Source: an optimization exercise on an open RTL-to-GDS flow (aim: small area). Production flows keep margins and buffers that such runs may drop.
Only simulation tests tie the RTL to the original design; equivalence was not proved.
No activity file was given, so power comes from the tool's default toggle rates.

==> flow/design.v (excerpt) <==
module dds_demod (
    input  logic               clk,
    input  logic               rst,
    input  logic               en,
    input  logic [3:0]         mode,
    input  logic               sym_start,
    input  logic               sample_valid,
    input  logic signed [11:0] wave,
    input  logic signed [11:0] ref_sin,
    input  logic signed [11:0] ref_cos,
    output logic [1:0]         data_out,
    output logic               data_valid,
    output logic               mode_err
);
Settings: LEC_CHECK=0, CAP_MARGIN=0, CORE_MARGIN=2, CORE_UTILIZATION=65, CTS_BUF_LIST=sky130_fd_sc_hd__clkbuf_8, GPL_TIMING_DRIVEN=0, SLEW_MARGIN=0, SYNTH_HIERARCHICAL=1, SYNTH_MINIMUM_KEEP_SIZE=0; clock period 10.0 ns.
standard.sh (not shown) runs the stock make flow with config.mk's settings and CLKGATE_MAP_FILE= SYNTH_SCRIPT=/design/flow/synth_recipe.tcl, a recipe that flattens the netlist after the stock synthesis.
==> flow/flow/run.sh <==
#!/bin/bash
# Standard layout (standard.sh), with two changes passed to ORFS through its
# environment: the port buffers use a small buffer cell, and clock tree
# synthesis adds no dummy loads.
set -e
export BUFFER_PORTS_ARGS="-buffer_cell sky130_fd_sc_hd__buf_2"
export CTS_ARGS="-sink_clustering_enable -repair_clock_nets -buf_list sky130_fd_sc_hd__clkbuf_8 -dont_use_dummy_load"
bash standard.sh > standard.log 2>&1
The baseline finished clean.
Rerun with:
--- a/flow/flow/run.sh
+++ b/flow/flow/run.sh
@@ -5,4 +5,4 @@
 set -e
 export BUFFER_PORTS_ARGS="-buffer_cell sky130_fd_sc_hd__buf_2"
-export CTS_ARGS="-sink_clustering_enable -repair_clock_nets -buf_list sky130_fd_sc_hd__clkbuf_8 -dont_use_dummy_load"
+export CTS_ARGS="-sink_clustering_enable -repair_clock_nets -buf_list sky130_fd_sc_hd__clkbuf_8 -dont_use_dummy_load -sink_clustering_size 40 -sink_clustering_max_diameter 120"
 bash standard.sh > standard.log 2>&1
Effect:
- hold slack stays the same
- wire length stays the same
- global-route usage is unchanged
- synthesized cell count does not change
- utilization is unchanged
- maximum frequency is unchanged
- area after synthesis is unchanged
- combinational power stays flat
Rerun with:
==> flow/flow/run.sh (replaced) <==
#!/bin/bash
# Standard layout (standard.sh), with two changes passed to ORFS through its
# environment: the port buffers use a small buffer cell, and clock tree
# synthesis adds no dummy loads.
set -e
export BUFFER_PORTS_ARGS="-buffer_cell sky130_fd_sc_hd__buf_2"
export CTS_ARGS="-sink_clustering_enable -repair_clock_nets -root_buf sky130_fd_sc_hd__clkbuf_8 -buf_list sky130_fd_sc_hd__clkbuf_4 -dont_use_dummy_load"
bash standard.sh > standard.log 2>&1
- via count is unchanged
- sequential share of layout area does not change
- wire length is unchanged
- worst setup slack is unchanged
- synthesized area does not change
- power stays the same
- die area stays the same
- global-route usage is unchanged
- worst hold slack does not change
- sequential power stays flat
- design area stays the same

========
== run A ==
dds_demod, a different RTL version from the one above (not shown whole).
Size in the first run: roughly 85 flip-flops, roughly 10000 um2 of cells after synthesis.
clock: 10.0 ns
lec_check: 0
cap_margin: 0
core_margin: 2
core_utilization: 80
cts_buf_list: sky130_fd_sc_hd__clkbuf_8
gpl_timing_driven: 0
slew_margin: 0
synth_hierarchical: 1
synth_minimum_keep_size: 0
==> flow/flow/run.sh <==
#!/bin/bash
# Standard layout (standard.sh), with two changes passed to ORFS through its
# environment: the port buffers use a small buffer cell, and clock tree
# synthesis adds no dummy loads.
set -e
export BUFFER_PORTS_ARGS="-buffer_cell sky130_fd_sc_hd__buf_2"
export CTS_ARGS="-sink_clustering_enable -repair_clock_nets -buf_list sky130_fd_sc_hd__clkbuf_8 -dont_use_dummy_load"
bash standard.sh > standard.log 2>&1
The final layout from run A, which completed every stage, passed the timing, DRC and antenna checks at the end of the flow.
diff inputs: run A => run B
--- a/flow/flow/run.sh
+++ b/flow/flow/run.sh
@@ -4,5 +4,5 @@
 # synthesis adds no dummy loads.
 set -e
-export BUFFER_PORTS_ARGS="-buffer_cell sky130_fd_sc_hd__buf_2"
+export BUFFER_PORTS_ARGS="-buffer_cell sky130_fd_sc_hd__buf_1"
 export CTS_ARGS="-sink_clustering_enable -repair_clock_nets -buf_list sky130_fd_sc_hd__clkbuf_8 -dont_use_dummy_load"
 bash standard.sh > standard.log 2>&1
--- a/flow/config.mk
+++ b/flow/config.mk
@@ -8,5 +8,5 @@
 export CAP_MARGIN = 0
 export CORE_MARGIN = 2
-export CORE_UTILIZATION = 80
+export CORE_UTILIZATION = 65
 export CTS_BUF_LIST = sky130_fd_sc_hd__clkbuf_8
 export GPL_TIMING_DRIVEN = 0
### Flow results
Between run B and run A, the difference in post-detailed-placement cell area is negligible.
Setup slack was lower in run A than in run B.
Re total design power: run A was higher than run B.
Run B improves on run A in wire length of the first global-routing pass.
Run B -> run A: number of diodes added for antenna fixing delta 0, exact match
Run B: number of placed instances, taps included higher than run A
For design area, run A and run B come out practically identical.
Relative to run A, buffer share of cell area decreased by 0.54 points in run B.

========
dds_demod, a different RTL version from the one above (not shown whole).
Size in the first run: ~1,100 cells after synthesis, roughly 0.010 mm2 of cells after synthesis.
==> flow/config.mk <==
export PLATFORM = sky130hd
export DESIGN_NAME = dds_demod
export DESIGN_NICKNAME = dds_demod
export VERILOG_FILES = /design/flow/design.v
export SDC_FILE = /design/flow/constraint.sdc
export NUM_CORES = 4
export LEC_CHECK = 0
export CAP_MARGIN = 0
export CORE_MARGIN = 2
export CORE_UTILIZATION = 65
export CTS_BUF_LIST = sky130_fd_sc_hd__clkbuf_8
export GPL_TIMING_DRIVEN = 0
export SLEW_MARGIN = 0
export SYNTH_HIERARCHICAL = 1
export SYNTH_MINIMUM_KEEP_SIZE = 0
==> flow/constraint.sdc <==
create_clock -name core_clock -period 10.0 [get_ports {clk}]
set_input_delay 2.0000 -clock core_clock [delete_from_list [all_inputs] [get_ports {clk}]]
set_output_delay 2.0000 -clock core_clock [all_outputs]
set_load 0.01 [all_outputs]
==> flow/flow/run.sh <==
#!/bin/bash
# Standard layout (standard.sh), with two changes passed to ORFS through its
# environment: the port buffers use a small buffer cell, and clock tree
# synthesis adds no dummy loads.
set -e
export BUFFER_PORTS_ARGS="-buffer_cell sky130_fd_sc_hd__buf_1"
export CTS_ARGS="-sink_clustering_enable -repair_clock_nets -buf_list sky130_fd_sc_hd__clkbuf_8 -dont_use_dummy_load"
bash standard.sh > standard.log 2>&1
Next try:
--- a/flow/flow/run.sh
+++ b/flow/flow/run.sh
@@ -6,3 +6,3 @@
 export BUFFER_PORTS_ARGS="-buffer_cell sky130_fd_sc_hd__buf_1"
-export CTS_ARGS="-sink_clustering_enable -repair_clock_nets -buf_list sky130_fd_sc_hd__clkbuf_8 -dont_use_dummy_load"
+export CTS_ARGS="-repair_clock_nets -root_buf sky130_fd_sc_hd__clkbuf_16 -buf_list sky130_fd_sc_hd__clkbuf_4 -dont_use_dummy_load"
 bash standard.sh > standard.log 2>&1
Global-route usage goes up by 0.26 points.
Setup slack got worse by 0.027 ns.
Sequential share of layout area goes down by 0.17 points.
Hold slack got worse by 0.0082 ns.
Clock-buffer cell count is unchanged.
Design area goes up by 0.99%.
Area after synthesis stays the same.

-- what the ideal ports hide --
The flow's constraints put no driver on any port. The routed layouts listed below were extracted and timed again, unchanged, in two steps. Step 1: set_driving_cell puts a clkbuf_16 on clk and a buf_2 on each other input, an assumption about the parent block. Step 2 times the ports against the registers' clock, not the clock port: input delays grow and output delays shrink by t, the midpoint of the rising clock arrivals with the driver on. Slacks: ideal / step 1 / step 2; pairs: ideal / step 1.
| run | t (ns) | setup WS [ns] | hold slack, ns | worst setup path at the end | cell pins on the clock port's net |
|---|---|---|---|---|---|
| the first run of note 1 | 0.410 | 0.575 / 0.594 / 0.184 | 0.487 / 0.487 / 0.487 | input to register | 1 |
| the second run of note 1 | 0.410 | 0.575 / 0.594 / 0.184 | 0.487 / 0.487 / 0.487 | input to register | 1 |
| the third run of note 1 | 0.410 | 0.575 / 0.594 / 0.184 | 0.487 / 0.487 / 0.487 | input to register | 1 |
| run A | 0.418 | 0.523 / 0.543 / 0.125 | 0.502 / 0.502 / 0.502 | input to register | 1 |
| run B | 0.412 | 0.637 / 0.654 / 0.242 | 0.491 / 0.491 / 0.491 | input to register | 1 |
| the first run of note 3 | 0.419 | 0.681 / 0.705 / 0.285 | 0.500 / 0.500 / 0.500 | input to register | 1 |
| the second run of note 3 | 0.396 | 0.655 / 0.682 / 0.286 | 0.492 / 0.492 / 0.492 | input to register | 1 |
After both steps every run listed still meets setup and hold. For run A, which loses most, drivers alone change the setup slack by +0.020 ns; drivers and shift together by -0.398 ns.
